What follows belongs to an exercise in optimizing a design on an open flow for small area; a production flow would make more cautious choices. Function was checked by simulation only, so behaviour that the tests miss may differ from the original. No activity file was given, so power comes from the tool's default toggle rates.

<file path="flow/config.mk">
export PLATFORM = sky130hd
export DESIGN_NAME = afi_phy_top
export DESIGN_NICKNAME = afi_phy_top
export VERILOG_FILES = /design/flow/design.v
export SDC_FILE = /design/flow/constraint.sdc
export NUM_CORES = 4
export LEC_CHECK = 0
export CAP_MARGIN = 0
export CORE_MARGIN = 2
export CORE_UTILIZATION = 70
export SLEW_MARGIN = 0
export SYNTH_HIERARCHICAL = 1
export SYNTH_MINIMUM_KEEP_SIZE = 0
</file>
<file path="flow/constraint.sdc">
create_clock -name core_clock -period 5.0 [get_ports {pll_afi_clk}]
set_input_delay 1.0000 -clock core_clock [delete_from_list [all_inputs] [get_ports {pll_afi_clk}]]
set_output_delay 1.0000 -clock core_clock [all_outputs]
set_load 0.01 [all_outputs]
</file>
<file path="flow/design.v">
package afi_phy_pkg;
	typedef logic [3-1:0] shift_t;
	typedef struct packed
	{
		logic [15-1:0] addr;
		logic [3-1:0] ba;
		logic [1-1:0] cs_n;
		logic [1-1:0] cke;
		logic [1-1:0] odt;
		logic ras_n;
		logic cas_n;
		logic we_n;
		logic rst_n;
	} afi_cmd_t;
	typedef struct packed
	{
		logic [32-1:0] wdata;
		logic [4-1:0] dm;
		logic valid;
	} afi_wr_t;
	typedef struct packed
	{
		afi_cmd_t cmd;
		logic [32-1:0] dq;
		logic [4-1:0] dm;
		logic dqs_en;
		logic oct_en;
		logic dq_oe;
	} mem_bus_t;
	localparam int AFI_CMD_W = 15 + 3 + 3 * 1 + 4;
	localparam int AFI_WR_W = 32 + 4 + 1;
	localparam int MEM_BUS_W = AFI_CMD_W + 32 + 4 + 3;
	localparam afi_cmd_t AFI_NOP = {
		15'(0),  
		3'(0),  
		{1{1'b1}},  
		1'(0),  
		1'(0),  
		1'b1,  
		1'b1,  
		1'b1,  
		1'b0  
	};
endpackage
module afi_delay_line
#(
	parameter int W = 1,
	parameter int DEPTH = 8
)
(
	input logic pll_afi_clk,
	input logic [DEPTH-1:0] sel,
	input logic [W-1:0] d,
	output logic [W-1:0] q
);
	logic [W-1:0] stage [DEPTH-1];
	logic [W-1:0] nxt;
	for (genvar b = 0; b < W; b++)
	begin : g_bit
		logic [DEPTH-1:0] taps;
		always_comb
		begin
			taps[0] = d[b];
			for (int k = 1; k < DEPTH; k++)
				taps[k] = stage[k-1][b];
		end
		afi_sel_bit #(
			.N(DEPTH)
		) u_sel (
			.sel(sel),
			.taps(taps),
			.y(nxt[b])
		);
	end
	always_ff @(posedge pll_afi_clk)
	begin
		stage[0] <= d;
		for (int i = 1; i < DEPTH - 1; i++)
			stage[i] <= stage[i-1];
		q <= nxt;
	end
endmodule
module afi_tap_sel
#(
	parameter int DEPTH = 8
)
(
	input logic [3-1:0] tap,
	input logic [DEPTH-1:0] ok,
	output logic [DEPTH-1:0] sel
);
	for (genvar k = 0; k < DEPTH; k++)
	begin : g_sel
		afi_tap_dec #(
			.K(k)
		) u_dec (
			.tap(tap),
			.ok(ok[k]),
			.sel(sel[k])
		);
	end
endmodule
module afi_tap_dec
#(
	parameter int K = 0
)
(
	input logic [3-1:0] tap,
	input logic ok,
	output logic sel
);
	assign sel = ok && (tap == 3'(K));
endmodule
module afi_sel_bit
#(
	parameter int N = 8
)
(
	input logic [N-1:0] sel,
	input logic [N-1:0] taps,
	output logic y
);
	logic n0, n1;
	afi_aoi222 u_a0 (.a(sel[2:0]), .b(taps[2:0]), .y(n0));
	afi_aoi222 u_a1 (.a(sel[5:3]), .b(taps[5:3]), .y(n1));
	assign y = ~(n0 & n1) | (sel[6] & taps[6]) | (sel[7] & taps[7]);
endmodule
module afi_aoi222
(
	input logic [2:0] a,
	input logic [2:0] b,
	output logic y
);
	assign y = ~|(a & b);
endmodule
module addr_cmd_path
(
	input logic pll_afi_clk,
	input logic reset,
	input afi_phy_pkg::afi_cmd_t afi_cmd,
	input afi_phy_pkg::shift_t ac_shift,
	input logic [8-1:0] tap_ok,
	output afi_phy_pkg::afi_cmd_t cmd
);
	logic [8-1:0] sel;
	afi_tap_sel #(
		.DEPTH(8)
	) u_sel (
		.tap(ac_shift),
		.ok(tap_ok),
		.sel(sel)
	);
	afi_delay_line #(
		.W(afi_phy_pkg::AFI_CMD_W),
		.DEPTH(8)
	) u_cmd_dly (
		.pll_afi_clk(pll_afi_clk),
		.sel(sel),
		.d(afi_cmd),
		.q(cmd)
	);
endmodule
module write_path
(
	input logic pll_afi_clk,
	input logic reset,
	input afi_phy_pkg::afi_wr_t afi_wr,
	input afi_phy_pkg::shift_t wlat,
	input logic [8-1:0] tap_ok,
	output logic [32+4-1:0] wr_data,
	output logic dqs_en,
	output logic oct_en
);
	logic [8-1:0] sel;
	afi_phy_pkg::afi_wr_t wr_dly;
	logic wr_valid;
	logic oct_post;
	afi_tap_sel #(
		.DEPTH(8)
	) u_sel (
		.tap(wlat),
		.ok(tap_ok),
		.sel(sel)
	);
	afi_delay_line #(
		.W(afi_phy_pkg::AFI_WR_W),
		.DEPTH(8)
	) u_wr_dly (
		.pll_afi_clk(pll_afi_clk),
		.sel(sel),
		.d(afi_wr),
		.q(wr_dly)
	);
	always_ff @(posedge pll_afi_clk)
	begin
		wr_data <= {wr_dly.wdata, wr_dly.dm};
		if (reset)
		begin
			wr_valid <= 1'b0;
			oct_post <= 1'b0;
		end
		else
		begin
			wr_valid <= wr_dly.valid;
			oct_post <= wr_valid;
		end
	end
	assign dqs_en = wr_dly.valid | wr_valid;
	assign oct_en = dqs_en | oct_post;
endmodule
module phy_regs
(
	input logic pll_afi_clk,
	input logic reset,
	input logic [8-1:0] paddr,
	input logic psel,
	input logic penable,
	input logic pwrite,
	input logic [32-1:0] pwdata,
	output logic [32-1:0] prdata,
	output logic pready,
	output logic pslverr,
	output afi_phy_pkg::shift_t ac_shift,
	output afi_phy_pkg::shift_t wlat,
	output logic mem_stable,
	output logic mem_clk_disable,
	output logic [8-1:0] calib_skip_steps
);
	logic addr_hit;
	logic access;
	assign pready = 1'b1;
	assign access = psel & penable;
	always_comb
	begin
		prdata = '0;
		addr_hit = 1'b1;
		case (paddr)
			8'('h0):
				prdata[1:0] = {mem_clk_disable, mem_stable};
			8'('h4):
			begin
				prdata[3-1:0] = ac_shift;
				prdata[4 +: 3] = wlat;
			end
			8'('h8):
				prdata[8-1:0] = calib_skip_steps;
			default:
				addr_hit = 1'b0;
		endcase
	end
	assign pslverr = access & ~addr_hit;
	logic wr;
	logic we_ctrl, we_lat, we_calib;
	logic [1:0] ctrl_d;
	logic [2:0] ac_shift_d, wlat_d;
	logic [8-1:0] calib_d;
	assign wr = access & pwrite;
	assign we_ctrl = wr && (paddr == 8'('h0));
	assign we_lat = wr && (paddr == 8'('h4));
	assign we_calib = wr && (paddr == 8'('h8));
	phy_reg_next #(.W(2), .RST(2'b00)) u_ctrl_d (
		.reset(reset), .we(we_ctrl), .wdata(pwdata[1:0]),
		.q({mem_clk_disable, mem_stable}), .d(ctrl_d));
	phy_reg_next #(.W(3), .RST('0)) u_ac_d (
		.reset(reset), .we(we_lat), .wdata(pwdata[3-1:0]),
		.q(ac_shift), .d(ac_shift_d));
	phy_reg_next #(.W(3), .RST('0)) u_wlat_d (
		.reset(reset), .we(we_lat), .wdata(pwdata[4 +: 3]),
		.q(wlat), .d(wlat_d));
	phy_reg_next #(.W(8), .RST('1)) u_calib_d (
		.reset(reset), .we(we_calib), .wdata(pwdata[8-1:0]),
		.q(calib_skip_steps), .d(calib_d));
	always_ff @(posedge pll_afi_clk)
	begin
		{mem_clk_disable, mem_stable} <= ctrl_d;
		ac_shift <= ac_shift_d;
		wlat <= wlat_d;
		calib_skip_steps <= calib_d;
	end
endmodule
module phy_reg_next
#(
	parameter int W = 1,
	parameter logic [W-1:0] RST = '0
)
(
	input logic reset,
	input logic we,
	input logic [W-1:0] wdata,
	input logic [W-1:0] q,
	output logic [W-1:0] d
);
	for (genvar i = 0; i < W; i++)
	begin : g_bit
		phy_reg_bit_next #(.RST(RST[i])) u_bit (
			.reset(reset), .we(we), .wdata(wdata[i]), .q(q[i]), .d(d[i]));
	end
endmodule
module phy_reg_bit_next
#(
	parameter bit RST = 1'b0
)
(
	input logic reset,
	input logic we,
	input logic wdata,
	input logic q,
	output logic d
);
	assign d = reset ? RST : (we ? wdata : q);
endmodule
module mem_out_stage
(
	input logic pll_afi_clk,
	input logic reset,
	input afi_phy_pkg::afi_cmd_t cmd,
	input logic cmd_hold,
	input logic [32+4-1:0] wr_data,
	input logic dqs_en,
	input logic oct_en,
	input logic mem_clk_disable,
	output afi_phy_pkg::mem_bus_t mem,
	output logic mem_ck_en
);
	logic dq_en;
	always_ff @(posedge pll_afi_clk)
		mem.cmd <= cmd_hold ? afi_phy_pkg::AFI_NOP : cmd;
	always_ff @(posedge pll_afi_clk)
		{mem.dq, mem.dm} <= wr_data;
	always_ff @(posedge pll_afi_clk)
	begin
		if (reset)
		begin
			dq_en <= 1'b0;
			mem.oct_en <= 1'b0;
			mem_ck_en <= 1'b1;
		end
		else
		begin
			dq_en <= dqs_en;
			mem.oct_en <= oct_en;
			mem_ck_en <= ~mem_clk_disable;
		end
	end
	assign mem.dqs_en = dq_en;
	assign mem.dq_oe = dq_en;
endmodule
module afi_phy_top
(
	input logic pll_afi_clk,
	input logic reset,
	input logic [afi_phy_pkg::AFI_CMD_W-1:0] afi_cmd,
	input logic [afi_phy_pkg::AFI_WR_W-1:0] afi_wr,
	input logic [8-1:0] paddr,
	input logic psel,
	input logic penable,
	input logic pwrite,
	input logic [32-1:0] pwdata,
	output logic [32-1:0] prdata,
	output logic pready,
	output logic pslverr,
	output logic [afi_phy_pkg::MEM_BUS_W-1:0] mem,
	output logic mem_ck_en,
	output logic [8-1:0] calib_skip_steps
);
	afi_phy_pkg::shift_t ac_shift;
	afi_phy_pkg::shift_t wlat;
	logic mem_stable;
	logic mem_clk_disable;
	afi_phy_pkg::afi_cmd_t ac_cmd;
	logic cmd_hold;
	afi_phy_pkg::shift_t age;
	logic [8-1:0] tap_ok;
	logic [32+4-1:0] wr_data;
	logic dqs_en;
	logic oct_en;
	phy_regs u_regs (
		.pll_afi_clk(pll_afi_clk),
		.reset(reset),
		.paddr(paddr),
		.psel(psel),
		.penable(penable),
		.pwrite(pwrite),
		.pwdata(pwdata),
		.prdata(prdata),
		.pready(pready),
		.pslverr(pslverr),
		.ac_shift(ac_shift),
		.wlat(wlat),
		.mem_stable(mem_stable),
		.mem_clk_disable(mem_clk_disable),
		.calib_skip_steps(calib_skip_steps)
	);
	always_ff @(posedge pll_afi_clk)
	begin
		if (reset)
			age <= '0;
		else
		begin
			age[0] <= ~age[0] | (age[1] & age[2]);
			age[1] <= (age[1] ^ age[0]) | (age[1] & age[2]);
			age[2] <= age[2] | (age[1] & age[0]);
		end
	end
	assign tap_ok[0] = ~reset;
	assign tap_ok[1] = ~reset & (age[2] | age[1] | age[0]);
	assign tap_ok[2] = ~reset & (age[2] | age[1]);
	assign tap_ok[3] = ~reset & (age[2] | (age[1] & age[0]));
	assign tap_ok[4] = ~reset & age[2];
	assign tap_ok[5] = ~reset & age[2] & (age[1] | age[0]);
	assign tap_ok[6] = ~reset & age[2] & age[1];
	assign tap_ok[7] = ~reset & age[2] & age[1] & age[0];
	assign cmd_hold = reset | ~mem_stable;
	addr_cmd_path u_ac (
		.pll_afi_clk(pll_afi_clk),
		.reset(reset),
		.afi_cmd(afi_cmd),
		.ac_shift(ac_shift),
		.tap_ok(tap_ok),
		.cmd(ac_cmd)
	);
	write_path u_wr (
		.pll_afi_clk(pll_afi_clk),
		.reset(reset),
		.afi_wr(afi_wr),
		.wlat(wlat),
		.tap_ok(tap_ok),
		.wr_data(wr_data),
		.dqs_en(dqs_en),
		.oct_en(oct_en)
	);
	mem_out_stage u_out (
		.pll_afi_clk(pll_afi_clk),
		.reset(reset),
		.cmd(ac_cmd),
		.cmd_hold(cmd_hold),
		.wr_data(wr_data),
		.dqs_en(dqs_en),
		.oct_en(oct_en),
		.mem_clk_disable(mem_clk_disable),
		.mem(mem),
		.mem_ck_en(mem_ck_en)
	);
endmodule
</file>
<file path="flow/flow/run.sh">
#!/bin/bash
# Standard ORFS layout, with the port buffers made of the smallest buffer
# cell instead of the one buffer_ports picks by default.
set -euo pipefail
bash standard.sh "BUFFER_PORTS_ARGS=-buffer_cell sky130_fd_sc_hd__buf_1" "CTS_ARGS=-sink_clustering_enable -repair_clock_nets -sink_clustering_size 20 -sink_clustering_max_diameter 60 -dont_use_dummy_load -buf_list sky130_fd_sc_hd__clkbuf_8 -root_buf sky130_fd_sc_hd__clkbuf_8" finish > standard_make.log 2>&1
</file>
<file path="flow/standard.sh">
#!/bin/bash
# synth_recipe.tcl (not shown) runs the flow's synth.tcl, then flattens the netlist and writes it again
# the make line also repeats each setting of config.mk as NAME=value (left out here)
make -C /OpenROAD-flow-scripts/flow DESIGN_CONFIG=/design/flow/config.mk WORK_HOME=/design/flow/orfs CLKGATE_MAP_FILE= SYNTH_SCRIPT=/design/flow/synth_recipe.tcl "${@:-finish}"
</file>
==> impl_metrics.tcl <==
set metrics [dict create \
    status "complete, no violations" \
    slew_headroom 0.218 \
    cpMostUsedCell "buf_1" \
    cp_cell_sequence "buf_1, nor2b_1, nand2_1, a21oi_1, buf_1" \
    post-route-period-util 0.623 \
    cts_setup_buffers 0 \
    pin_count 214 \
    layout-drive-gt1-share 0.0456 \
    postSynthCellCount 1030 \
    yosys_most_used_dff "dfxtp_1" \
    hpwl_mm 16.5 \
    cellInternalPower_uw 5900 \
    cp_slowest_stage_delay_ps 500 \
    yosys_warnings 16 \
    grt_pass1_vias 8711 \
    cp.required_ps 4000 \
    start_util 0.711 \
    p_seq_frac 0.712 \
    final_nets 1339 \
    drc_errors 0 \
    hold_class "register to register" \
    syn-cell-area_um2 15500 \
    cts_tree "built" \
    area_delta_synth_final_pct 8.95 \
    setup_tns_ps 0 \
    syn_area_per_cell_um2 15.1 \
    io_buffers 164 \
    rsz0062_at_grt "false" \
    ys_seq_elements 617 \
    slowest_stage "nor2b_1" \
    sw_frac_of_total 0.202 \
    antenna_found_initial 0 \
    wl_per_cell_um 18.6 \
    cp-end-kind "primary output" \
    synth-edff-count 0 \
    dieArea_um2 23400 \
    cts_resized 0 \
    grtUsageTotal 0.235 \
    overflow 0 \
    clock_skew_ps 73.5 \
    h-tree-depth 2 \
    final_antenna_net_count 0 \
    viasPerCell 5.90 \
    path_clk_slew_ps 90 \
    clkLatencyLatePin_ps 560 \
    cts_buffers 37 \
    totalWireLength_mm 28.1 \
    comb_power_share 0.020 \
    power.density_nw_per_um2 437 \
    leakage_uw 0.00658 \
    period_needed_ps 3120 \
    drt-pass1-iter-count 8 \
    place.gp.congestion 0.751 \
    path_class "input pin to primary output" \
    hold_viol_final 0 \
    placementRows 54 \
    layoutNonFillerInstCount 1509 \
    vias 8902 \
    n_fill_cell 1415 \
    drv_slew 0 \
    place_inst 1471 \
    clockRootBuffer "clkbuf_8" \
    core_area_um2 21800 \
    timing.fmax_mhz 321 \
    grt_max_degree 38 \
    yosys.cell_types.count 31 \
    final-setup-viol-count 0 \
    multi_input_area_um2 3040 \
    grt_first_pass_wirelength_mm 44.7 \
    crit_fanout 9 \
    die_y_um 153 \
    worstPathArrival_ps 2120 \
    async_flop_share 0 \
    cts_buffer_depth 3 \
    startpoint_type "input pin" \
    ctsHoldBuffers 0 \
    p_sw_uw 1490 \
    clock_power_share 0.268 \
    worst_pin_slew_ps 1170 \
    die_w_um 153 \
    clock-sinks 617 \
    seq_area_frac_synth 0.796 \
    maxCapViolCount 0 \
    vdd_drop_max_mv 0.406 \
    drt-initial-drc-count 904 \
    seqCellArea_um2 12400 \
]
-- cell families (layout without fill, tap and decap cells) --
logic type	after synthesis	in the layout	synth area share
compound gates	204	204	0.118
buf+inv	34	209	0.0158
other cells	2	26	0.000484
simple gates	161	161	0.0617
mux	10	10	0.00645
fa+ha+maj	2	2	0.00161
flops	617	617	0.796
-- Yosys stat by module, one instance, submodules excluded, excerpt --
module	flip-flops and latches	area, µm²	cells inside	times used
afi_aoi222	0	10.0	1	124
afi_phy_top	3	181	24	1
mem_out_stage	64	1490	96	1
phy_regs	16	704	76	1
write_path	38	786	42	1
-- metal layers --
| metal | share of wire | GRT usage | vias to the layer above |
|---|---|---|---|
| li1 | - | - | 4237 |
| met1 | 0.45 | 0.321 | 4327 |
| met2 | 0.47 | 0.385 | 302 |
| met3 | 0.068 | 0.0459 | 36 |
| met4 | 0.018 | 0.0710 | 0 |
| met5 | 0 | 0 | - |
-- final cells by class --
cell class                      instances  share of cell area
Antenna cell                            1            0.000148
Clock buffer                           37              0.0301
Inverter                                3            0.000666
Multi-Input combinational cell        402               0.179
Sequential cell                       617               0.730
Tap cell                              280              0.0207
Timing Repair Buffer                  169              0.0386
-- layout by cell type, fill, tap and decap left out, types with 2 or more instances in the layout --
cell / n
nand3_1: 63
and4bb_2: 6
a211o_1: 8
ha_1: 2
dfxtp_1: 617
inv_1: 2
and2b_1: 4
mux2i_1: 10
or2_0: 2
nor2_1: 21
nor2b_1: 32
a222oi_1: 124
a21oi_1: 6
clkbuf_8: 37
buf_1: 164
buf_4: 5
a22oi_1: 66
and3_1: 6
and4b_2: 3
and4b_1: 3
conb_1: 25
nor4b_4: 2
nand2_1: 6
or2_1: 5
-- stage by stage --
step / utilization / worst slack [ps] / area (µm²) / total power [µW] / hold slack [ps]
after floorplan: - / 1760 / 15600 / 5440 / 310
after global placement: 0.752 / 1920 / 16400 / 5500 / 310
after detailed placement: 0.752 / 1890 / 16400 / 5520 / 312
after CTS: 0.775 / 1910 / 16900 / 7440 / 328
after global routing: 0.775 / 1720 / 16900 / 7650 / 340
final: 0.775 / 1880 / 16900 / 7390 / 328
-- sequential cells by signal, indices dropped and copies added (netlist names), 3 cells and up --
signal / flops
u_wr.u_wr_dly.stage: 259
u_wr.u_wr_dly.q: 37
u_out.mem: 62
u_wr.wr_data: 36
u_ac.u_cmd_dly.stage: 175
u_regs.ac_shift: 3
u_ac.u_cmd_dly.q: 25
u_regs.wlat: 3
u_regs.calib_skip_steps: 8
age: 3
-- critical path: cells and delay by family --
family	cells	cell delay, ps
buffers and inverters	2	350
AO/OA/AOI/OAI	1	160
AND/OR/NAND/NOR	2	610
-- power by group through the flow --
stage	sequential [µW]	clock [µW]	combinational, µW
after floorplan	5350	0	88.5
after global placement	5360	0	143
after detailed placement	5380	0	146
after CTS	5260	2030	147
after global routing	5290	2200	163
final	5260	1980	146
-- Yosys cell counts, types with 8 or more instances --
| cell | n | area share |
|---|---|---|
| mux2i_1 | 10 | 0.0064 |
| a211o_1 | 8 | 0.0045 |
| a222oi_1 | 124 | 0.080 |
| nand3_1 | 63 | 0.020 |
| nor2_1 | 21 | 0.0051 |
| buf_4 | 29 | 0.014 |
| dfxtp_1 | 617 | 0.80 |
| nor2b_1 | 32 | 0.013 |
| a22oi_1 | 66 | 0.032 |
-- path summary, 6_finish.rpt --
kind	startpoint	endpoint	slack (ps)	depth (start not counted)
worst max-delay path	paddr[3]	prdata[0]	1880	5
worst min-delay path	u_ac.u_cmd_dly.stage[1][0]$_DFF_P_	u_ac.u_cmd_dly.stage[2][0]$_DFF_P_	330	0
worst max register to register	age[1]$_SDFF_PP0_	u_ac.u_cmd_dly.q[0]$_DFF_P_	2710	5
worst min register to register	u_ac.u_cmd_dly.stage[1][0]$_DFF_P_	u_ac.u_cmd_dly.stage[2][0]$_DFF_P_	330	0

[re-timing with driven ports]
Ports are ideal in the flow. The routed layout listed here was re-timed in OpenROAD. Step 1: set_driving_cell puts a clkbuf_16 on pll_afi_clk and a buf_2 on each other input, an assumption about the parent block. Step 2 also shifts input and output timing later by t, the mid clock arrival at the registers, as if the neighbouring blocks saw the same clock. Slacks: no drivers / after step 1 / after step 2; pairs: no drivers / after step 1.
t (ns): 0.576
slack for setup (ns): 1.885 / 1.863 / 1.832
worst hold slack (ns): 0.328 / 0.328 / 0.328
slew at the worst register clock pin (ns): 0.11 / 0.11
After both steps setup and hold are still met in this run. The setup slack of this run moves by -0.022 ns with the drivers and by -0.053 ns with both steps.
